Context: an optimization exercise on an open-source flow, tuned for small area, a short achievable clock period and few clock cycles per item. The choices shown serve that exercise and are no tape-out recipe.
At most, simulation tests tie the RTL to the original design; equivalence was not proved.
Power and IR drop assume default switching activity.

run 1:
==> flow/design.v <==
module proc_simd_sat_alu_pipe #(
   parameter int p_nbits       = 32,
   parameter int p_ov_set_wins = 1
) (
   input  logic               clk,
   input  logic               reset,
   input  logic               req_val,
   output logic               req_rdy,
   input  logic [3:0]         req_fn,
   input  logic [1:0]         req_ew,
   input  logic [p_nbits-1:0] req_in0,
   input  logic [p_nbits-1:0] req_in1,
   output logic               resp_val,
   input  logic               resp_rdy,
   output logic [p_nbits-1:0] resp_out,
   output logic               resp_sat,
   input  logic               ov_clr,
   output logic               ov_flag
);
   logic        s1_val;
   logic [3:0]  fn;
   logic [31:0] a, bx;    
   logic        m8, m16, sad;
   logic [4:0]  shx [4];       
   logic        nm8, nm16;      
   logic [3:0]  gg, gp;            
   logic        cj13, cb2;     
   logic        sub;
   logic        d_sub, d_m8, d_m16, d_sad, d_right;
   assign d_sad   = (req_ew == 2'd3);
   assign d_m8    = (req_ew == 2'd0) || d_sad;
   assign d_m16   = (req_ew == 2'd1);
   assign d_sub   = d_sad || (!req_fn[3] && !(req_fn == 4'd0 || req_fn == 4'd2 || req_fn == 4'd4))
                 || (req_fn == 4'd8) || (req_fn == 4'd9) || (req_fn == 4'd10) || (req_fn == 4'd11);
   assign d_right = ((req_fn == 4'd13) || (req_fn == 4'd14)) && !d_sad;
   logic [31:0] d_bx;
   logic [3:0]  d_g, d_p;
   assign d_bx = req_in1 ^ {32{d_sub}};
   always_comb begin
      for (int i = 0; i < 4; i++) begin
         logic [8:0] gsum;
         gsum   = 9'(req_in0[8*i +: 8]) + 9'(d_bx[8*i +: 8]);
         d_g[i] = gsum[8];
         d_p[i] = &(req_in0[8*i +: 8] ^ d_bx[8*i +: 8]);
      end
   end
   logic [31:0] d_a;
   logic [4:0]  d_shb [4];
   logic [4:0]  d_shx [4];
   always_comb begin
      for (int j = 0; j < 32; j++) d_a[j] = d_right ? req_in0[31-j] : req_in0[j];
      for (int i = 0; i < 4; i++) begin
         if (d_m8)       d_shb[i] = {2'b00, req_in1[8*i +: 3]};
         else if (d_m16) d_shb[i] = {1'b0, req_in1[16*(i/2) +: 4]};
         else            d_shb[i] = req_in1[4:0];
      end
      for (int i = 0; i < 4; i++) d_shx[i] = d_right ? d_shb[3-i] : d_shb[i];
   end
   logic [3:0] cy, cb;    
   always_comb begin
      cy[0] = sub;
      cb[0] = gg[0] | (gp[0] & cy[0]);
      cy[1] = cj13 ? cb[0] : sub;
      cb[1] = gg[1] | (gp[1] & cy[1]);
      cy[2] = cb2 ? sub : cb[1];
      cb[2] = gg[2] | (gp[2] & cy[2]);
      cy[3] = cj13 ? cb[2] : sub;
      cb[3] = gg[3] | (gp[3] & cy[3]);
   end
   logic [31:0] s, bp, bg;
   assign bp = a ^ bx;
   assign bg = a & bx;
   always_comb begin
      for (int i = 0; i < 4; i++) begin
         logic [7:0] g, p, g2, p2;
         g = bg[8*i +: 8];
         p = bp[8*i +: 8];
         for (int d = 1; d < 8; d = d * 2) begin
            g2 = g; p2 = p;
            for (int k = d; k < 8; k++) begin
               g2[k] = g[k] | (p[k] & g[k-d]);
               p2[k] = p[k] & p[k-d];
            end
            g = g2; p = p2;
         end
         s[8*i] = bp[8*i] ^ cy[i];
         for (int k = 1; k < 8; k++)
            s[8*i+k] = bp[8*i+k] ^ (g[k-1] | (p[k-1] & cy[i]));
      end
   end
   logic [3:0] nb, ab, vb, sgnb;
   always_comb begin
      for (int i = 0; i < 4; i++) begin
         nb[i]   = s[8*i+7];
         ab[i]   = a[8*i+7];
         vb[i]   = s[8*i+7] ^ a[8*i+7] ^ bx[8*i+7] ^ cb[i];
      end
   end
   logic [3:0] cl, vl, nl, al;    
   always_comb begin
      for (int i = 0; i < 4; i++) begin
         int t;
         t = m8 ? i : (m16 ? (i | 1) : 3);
         cl[i] = cb[t];
         vl[i] = vb[t];
         nl[i] = nb[t];
         al[i] = ab[t];
      end
   end
   logic [3:0] ult, slt, sltb;
   always_comb for (int i = 0; i < 4; i++)
      sltb[i] = (a[8*i+7] == bx[8*i+7]) ? a[8*i+7] : ~cb[i];
   assign ult = ~cl;
   always_comb for (int i = 0; i < 4; i++)
      slt[i] = m8 ? sltb[i] : (m16 ? sltb[i | 1] : sltb[3]);
   logic [31:0] msb;
   always_comb begin
      for (int j = 0; j < 32; j++)
         msb[j] = m8 ? ((j % 8) == 7) : (m16 ? ((j % 16) == 15) : (j == 31));
   end
   logic [31:0] x, y;
   logic [3:0]  fill;
   logic [31:0] st [6];
   always_comb begin
      x = a;
      for (int i = 0; i < 4; i++)
         fill[i] = (fn == 4'd14) && (!nm8 ? a[8*i] : (!nm16 ? a[16*(i/2)] : a[0]));
      st[0] = x;
      for (int k = 0; k < 5; k++) begin
         for (int j = 0; j < 32; j++) begin
            int base;
            base = !nm8 ? (j / 8) * 8 : (!nm16 ? (j / 16) * 16 : 0);
            if (shx[j/8][k]) begin
               if (j - (1 << k) >= base) st[k+1][j] = st[k][j - (1 << k)];
               else                      st[k+1][j] = fill[j/8];
            end else
               st[k+1][j] = st[k][j];
         end
      end
      y = st[5];
   end
   logic [3:0] ovb, ovs;
   always_comb begin
      for (int i = 0; i < 4; i++) begin
         logic [1:0] d, hi;
         logic       any, part;
         d    = m8 ? 2'd0 : (m16 ? 2'(~i & 1) : 2'(3 - i));
         hi   = shx[i][4:3];
         any  = 1'b0;
         part = 1'b0;
         for (int q = 0; q < 8; q++) begin
            logic df;
            df  = a[8*i+q] ^ al[i];
            any = any | df;
            if (shx[i][2:0] >= 3'(7 - q)) part = part | df;
         end
         ovb[i] = (hi > d) ? any : ((hi == d) ? part : 1'b0);
      end
      for (int i = 0; i < 4; i++)
         ovs[i] = m8 ? ovb[i] : (m16 ? (ovb[i|1] | ovb[i & 2]) : (|ovb));
   end
   logic [7:0]  ad [4];
   logic [3:0]  bw;    
   logic [10:0] x1, y1, sv1, cv1;
   assign bw = ~(gg | gp);
   always_comb for (int i = 0; i < 4; i++) ad[i] = s[8*i +: 8] ^ {8{bw[i]}};
   assign x1  = 11'(ad[0] ^ ad[1] ^ ad[2]);
   assign y1  = 11'({(ad[0] & ad[1]) | (ad[0] & ad[2]) | (ad[1] & ad[2]), bw[0]});
   assign sv1 = x1 ^ y1 ^ 11'(ad[3]);
   assign cv1 = {(x1[9:0] & y1[9:0]) | (x1[9:0] & 10'(ad[3])) | (y1[9:0] & 10'(ad[3])), bw[1]};
   logic [3:0] e_s, e_a, e_b, e_y, e_yr, e_one, e_svm, e_svo, satb;
   always_comb begin
      for (int i = 0; i < 4; i++) begin
         logic e_sv;
         e_s[i]  = (fn == 4'd0) || (fn == 4'd1) || ((fn == 4'd2 || fn == 4'd3) && !vl[i])
                || (fn == 4'd4 && !cl[i]) || (fn == 4'd5 && cl[i]);
         e_one[i] = (fn == 4'd4 && cl[i]) || (fn == 4'd10 && slt[i]) || (fn == 4'd11 && ult[i]);
         e_sv    = ((fn == 4'd2 || fn == 4'd3) && vl[i]) || (fn == 4'd15 && ovs[i]);
         e_a[i]  = (fn == 4'd6 && !slt[i]) || (fn == 4'd7 && slt[i])
                || (fn == 4'd8 && !ult[i]) || (fn == 4'd9 && ult[i]);
         e_b[i]  = (fn == 4'd6 && slt[i]) || (fn == 4'd7 && !slt[i])
                || (fn == 4'd8 && ult[i]) || (fn == 4'd9 && !ult[i]);
         e_y[i]  = (fn == 4'd12) || (fn == 4'd15 && !ovs[i]);
         e_yr[i] = (fn == 4'd13) || (fn == 4'd14);
         e_svm[i] = e_one[i] || (e_sv && al[i]);
         e_svo[i] = e_one[i] || (e_sv && !al[i]);
         case (fn)
            4'd2, 4'd3: satb[i] = vl[i];
            4'd4:       satb[i] = cl[i];
            4'd5:       satb[i] = ~cl[i];
            4'd15:      satb[i] = ovs[i];
            default:    satb[i] = 1'b0;
         endcase
      end
   end
   logic [31:0] res;
   always_comb begin
      for (int j = 0; j < 32; j++) begin
         int i;
         i = j / 8;
         res[j] = (e_s[i] & s[j]) | (e_a[i] & a[j]) | (e_b[i] & ~bx[j]) | (e_y[i] & y[j])
                | (e_yr[i] & y[31-j]) | (msb[j] ? e_svm[i] : e_svo[i]);
      end
   end
   logic [31:0] s2_in;
   logic        s2_sat_in;
   assign s2_in     = sad ? {8'd0, bw[3], bw[2], cv1, sv1} : res;
   assign s2_sat_in = !sad && (|satb);
   logic        s2_val, s2_sat, s2_sad, s2_clr, s2_keep;    
   logic [31:0] s2_r;
   logic [31:0] acc, acc_g, sp_out, o_in;
   logic [21:0] acc_hi_run;    
   logic [10:0] x3, y3;
   logic [11:0] sad_lo;
   assign acc_g = {acc[31:10] & {22{s2_keep}}, s2_clr ? 10'd0 : acc[9:0]};
   always_comb begin
      acc_hi_run[0] = 1'b1;
      for (int k = 1; k < 22; k++) acc_hi_run[k] = acc_hi_run[k-1] & acc_g[9+k];
   end
   assign x3     = 11'(acc_g[9:0]) ^ s2_r[10:0] ^ s2_r[21:11];
   assign y3     = {(10'(acc_g[9:0]) & s2_r[9:0]) | (10'(acc_g[9:0]) & s2_r[20:11])
                    | (s2_r[9:0] & s2_r[20:11]), s2_r[22]};
   assign sad_lo = {x3, 1'b1} + {y3, s2_r[23]};
   assign sp_out = {acc_g[31:10] ^ ({22{sad_lo[11]}} & acc_hi_run), sad_lo[10:1]};
   assign o_in   = s2_sad ? sp_out : s2_r;
   logic        o_val, k_val;
   logic [31:0] o_out, k_out;
   logic        o_sat, k_sat;
   logic        take, mv2, s2_ld, ov_set;
   assign mv2      = s2_val && !k_val;           
   assign s2_ld    = !s2_val || !k_val;          
   logic        s1_val_n, s2_val_n, k_val_n, rdy_q;
   assign req_rdy  = rdy_q;
   assign s1_val_n = req_rdy ? req_val : s1_val;
   assign s2_val_n = s2_ld ? s1_val : s2_val;
   assign k_val_n  = k_val ? !resp_rdy : (mv2 && o_val && !resp_rdy);
   assign take     = o_val && resp_rdy;
   assign resp_val = o_val;
   assign resp_out = o_out;
   assign resp_sat = o_sat;
   assign ov_set   = take && o_sat;
   always_ff @(posedge clk) begin
      if (!reset) begin
         s1_val  <= 1'b0;
         s2_val  <= 1'b0;
         rdy_q   <= 1'b1;
         o_val   <= 1'b0;
         k_val   <= 1'b0;
         acc     <= '0;
         ov_flag <= 1'b0;
      end else begin
         s1_val <= s1_val_n;
         s2_val <= s2_val_n;
         k_val  <= k_val_n;
         rdy_q  <= !s1_val_n || !s2_val_n || !k_val_n;
         if (!o_val || resp_rdy) o_val <= k_val || mv2;
         if (mv2 && s2_sad) acc <= sp_out;
         if (ov_set && ov_clr) ov_flag <= (p_ov_set_wins != 0);
         else if (ov_set)      ov_flag <= 1'b1;
         else if (ov_clr)      ov_flag <= 1'b0;
      end
   end
   always_ff @(posedge clk) begin
      if (req_rdy) begin
         fn    <= req_fn;
         a     <= d_a;
         bx    <= d_bx;
         m8    <= d_m8;
         m16   <= d_m16;
         sad   <= d_sad;
         for (int i = 0; i < 4; i++) shx[i] <= d_shx[i];
         nm8   <= !d_m8;
         nm16  <= !d_m16;
         sub   <= d_sub;
         gg    <= d_g;
         gp    <= d_p;
         cj13  <= !d_m8;
         cb2   <= d_m8 | d_m16;
      end
      if (s2_ld) begin
         s2_r   <= s2_in;
         s2_sat <= s2_sat_in;
         s2_sad <= sad;
         s2_clr <= fn[0];
         s2_keep <= !fn[0];
      end
      if (!o_val || resp_rdy) begin
         o_out <= (s2_sad && !k_val) ? sp_out : (k_val ? k_out : s2_r);
         o_sat <= k_val ? k_sat : s2_sat;
      end
      if (!k_val) begin
         k_out <= o_in;
         k_sat <= s2_sat;
      end
   end
endmodule
export LEC_CHECK = 0
export ABC_AREA = 1
export CAP_MARGIN = 20
export CORE_MARGIN = 2
export CORE_UTILIZATION = 55
export SLEW_MARGIN = 20
create_clock -name core_clock -period 11.0 [get_ports {clk}]
standard.sh (not shown) runs the stock make flow with config.mk's settings and CLKGATE_MAP_FILE= SYNTH_SCRIPT=/design/flow/synth_recipe.tcl, a recipe that flattens the netlist after the stock synthesis.
==> flow/flow/run.sh <==
#!/bin/bash
set -o pipefail
export SETUP_SLACK_MARGIN=8
export TNS_END_PERCENT=0
export BUFFER_PORTS_ARGS="-buffer_cell sky130_fd_sc_hd__buf_2"
bash standard.sh finish > standard_flow.log 2>&1
Testbench counts of run 1, summed over its fixed seeds: cycles 16,024, items 16,000.
Here is what was changed in the inputs of run 2 compared with run 1.
-- flow/design.v --
<<< run 1, line 162
   logic [7:0]  ad [4];
   logic [3:0]  bw;    
   logic [10:0] x1, y1, sv1, cv1;
   assign bw = ~(gg | gp);
   always_comb for (int i = 0; i < 4; i++) ad[i] = s[8*i +: 8] ^ {8{bw[i]}};
   assign x1  = 11'(ad[0] ^ ad[1] ^ ad[2]);
   assign y1  = 11'({(ad[0] & ad[1]) | (ad[0] & ad[2]) | (ad[1] & ad[2]), bw[0]});
   assign sv1 = x1 ^ y1 ^ 11'(ad[3]);
   assign cv1 = {(x1[9:0] & y1[9:0]) | (x1[9:0] & 10'(ad[3])) | (y1[9:0] & 10'(ad[3])), bw[1]};
   logic [3:0] e_s, e_a, e_b, e_y, e_yr, e_one, e_svm, e_svo, satb;
   always_comb begin
>>> run 2, line 162
   logic [7:0]  ad [4];
   logic [3:0]  bw;    
   logic [10:0] sv1, cv1;
   logic [9:0]  p01, p23;
   assign bw = ~(gg | gp);
   always_comb for (int i = 0; i < 4; i++) ad[i] = s[8*i +: 8] ^ {8{bw[i]}};
   assign p01 = {1'b0, ad[0], 1'b1} + {1'b0, ad[1], bw[0]};
   assign p23 = {1'b0, ad[2], 1'b1} + {1'b0, ad[3], bw[2]};
   assign sv1 = 11'(p01[9:1]);
   assign cv1 = 11'(p23[9:1]);
   logic [3:0] e_s, e_a, e_b, e_y, e_yr, e_one, e_svm, e_svo, satb;
   always_comb begin
<<< run 1, line 205
   logic [31:0] s2_in;
   logic        s2_sat_in;
   assign s2_in     = sad ? {8'd0, bw[3], bw[2], cv1, sv1} : res;
   assign s2_sat_in = !sad && (|satb);
   logic        s2_val, s2_sat, s2_sad, s2_clr, s2_keep;    
>>> run 2, line 206
   logic [31:0] s2_in;
   logic        s2_sat_in;
   assign s2_in     = sad ? {8'd0, bw[3], bw[1], cv1, sv1} : res;
   assign s2_sat_in = !sad && (|satb);
   logic        s2_val, s2_sat, s2_sad, s2_clr, s2_keep;    
==> results.txt <==
- Total power draw went up slightly going from run 1 to run 2.
- Summary of run 2 over run 1: total nets after synthesis grew by 49; die area grew by about 0.32%; met3 layer usage reported by global route shrank by 1.4 points; vertical die dimension held steady; depth of the most critical reg-to-reg path grew by 5.
- Run 2 vs run 1 — total non-filler cell area in the finished layout rose about 0.43%.
- Multi-input logic portion of the cell area: run 2 vs run 1 down 0.18 points
- Comparing run 2 and run 1, the higher met2 usage was measured on run 2.
For run 2, only the layout was checked, not whether the RTL still works.

Starts from the design.v that is shown in full above.
==> flow/config.mk <==
export PLATFORM = sky130hd
export DESIGN_NAME = proc_simd_sat_alu_pipe
export DESIGN_NICKNAME = proc_simd_sat_alu_pipe
export VERILOG_FILES = /design/flow/design.v
export SDC_FILE = /design/flow/constraint.sdc
export NUM_CORES = 4
export LEC_CHECK = 0
export ABC_AREA = 1
export CAP_MARGIN = 20
export CORE_MARGIN = 2
export CORE_UTILIZATION = 55
export CTS_BUF_LIST = sky130_fd_sc_hd__clkbuf_4 sky130_fd_sc_hd__clkbuf_8
export CTS_CLUSTER_SIZE = 30
export SLEW_MARGIN = 20
==> flow/constraint.sdc <==
create_clock -name core_clock -period 11.0 [get_ports {clk}]
set_input_delay 2.2000 -clock core_clock [delete_from_list [all_inputs] [get_ports {clk}]]
set_output_delay 2.2000 -clock core_clock [all_outputs]
set_load 0.01 [all_outputs]
Scripts as last shown in full above: flow/flow/run.sh
Testbench counts at the start, summed over its fixed seeds: cycles 16,024, items 16,000.
==> next run, changes <==
--- a/flow/design.v
+++ b/flow/design.v
@@ -24,4 +24,5 @@
    logic [4:0]  shx [4];       
    logic        nm8, nm16;      
+   logic [3:0]  ga, pa, gs, ps;    
    logic [3:0]  gg, gp;            
    logic        cj13, cb2;     
@@ -34,13 +35,16 @@
                  || (req_fn == 4'd8) || (req_fn == 4'd9) || (req_fn == 4'd10) || (req_fn == 4'd11);
    assign d_right = ((req_fn == 4'd13) || (req_fn == 4'd14)) && !d_sad;
-   logic [31:0] d_bx;
-   logic [3:0]  d_g, d_p;
-   assign d_bx = req_in1 ^ {32{d_sub}};
+   logic [3:0]  d_ga, d_pa, d_gs, d_ps;
    always_comb begin
       for (int i = 0; i < 4; i++) begin
-         logic [8:0] gsum;
-         gsum   = 9'(req_in0[8*i +: 8]) + 9'(d_bx[8*i +: 8]);
-         d_g[i] = gsum[8];
-         d_p[i] = &(req_in0[8*i +: 8] ^ d_bx[8*i +: 8]);
+         logic [8:0] sa, ss;
+         logic [7:0] nb;
+         nb      = ~req_in1[8*i +: 8];
+         sa      = 9'(req_in0[8*i +: 8]) + 9'(req_in1[8*i +: 8]);
+         ss      = 9'(req_in0[8*i +: 8]) + 9'(nb);
+         d_ga[i] = sa[8];
+         d_gs[i] = ss[8];
+         d_pa[i] = &(req_in0[8*i +: 8] ^ req_in1[8*i +: 8]);
+         d_ps[i] = (req_in0[8*i +: 8] == req_in1[8*i +: 8]);
       end
    end
@@ -58,4 +62,6 @@
    end
    logic [3:0] cy, cb;    
+   assign gg = sub ? gs : ga;
+   assign gp = sub ? ps : pa;
    always_comb begin
       cy[0] = sub;
@@ -163,5 +169,5 @@
    logic [3:0]  bw;    
    logic [10:0] x1, y1, sv1, cv1;
-   assign bw = ~(gg | gp);
+   assign bw = ~(gs | ps);
    always_comb for (int i = 0; i < 4; i++) ad[i] = s[8*i +: 8] ^ {8{bw[i]}};
    assign x1  = 11'(ad[0] ^ ad[1] ^ ad[2]);
@@ -265,5 +271,5 @@
          fn    <= req_fn;
          a     <= d_a;
-         bx    <= d_bx;
+         bx    <= req_in1 ^ {32{d_sub}};
          m8    <= d_m8;
          m16   <= d_m16;
@@ -273,6 +279,8 @@
          nm16  <= !d_m16;
          sub   <= d_sub;
-         gg    <= d_g;
-         gp    <= d_p;
+         ga    <= d_ga;
+         pa    <= d_pa;
+         gs    <= d_gs;
+         ps    <= d_ps;
          cj13  <= !d_m8;
          cb2   <= d_m8 | d_m16;
Outcome: Non-clock buffer count grows by 11; synthesized cell count grows by 9.0%; worst hold slack stays flat; maximum frequency grows by 2.5%; sequential cell count grows by 7; clock-buffer cell count shrinks by 6; die area grows by 6.5%; sequential share of layout area shrinks by 1.1 points; power grows by 5.1%; design area grows by 6.7%; register-to-register slack is better by 50 ps; first-iteration DRC count grows by 1.9%; critical path depth grows by 10.
Only the layout flow was run in the second run of this note; the RTL was not checked for function there.

[afterwards: timing with drivers on the ports]
Ports are ideal in the flow. The routed layouts listed here were re-timed in OpenROAD. Step 1 (the two cells are an assumption about what drives the block):
set clk [get_ports {clk}]
set_driving_cell -lib_cell sky130_fd_sc_hd__clkbuf_16 $clk
set_driving_cell -lib_cell sky130_fd_sc_hd__buf_2 [delete_from_list [all_inputs] $clk]
Step 2 adds t to the input delays and takes it off the output delays; t is the mean of the earliest and latest rising clock arrival at the registers after step 1. Input paths then give back, and output paths get back, about the clock's delay inside the block. a / b / c = ideal / step 1 / step 2; a / b = the first two.
run	t (ns)	setup WS [ns]	latest minus earliest clock arrival (ns)	worst data-port slew with drivers (ns)	pins driven straight from the clock port
run 1	0.615	7.125 / 7.133 / 6.520	0.012 / 0.012	0.06	1
run 2	0.600	7.065 / 7.098 / 6.500	0.024 / 0.024	0.03	1
the first run of note 2	0.671	7.115 / 7.125 / 6.454	0.030 / 0.031	0.06	1
the second run of note 2	0.661	7.209 / 7.209 / 6.802	0.036 / 0.035	0.04	1
After both steps setup and hold are still met in every run listed. The setup slack of the first run of note 2, which loses most, moves by +0.010 ns with the drivers and by -0.661 ns with both steps.
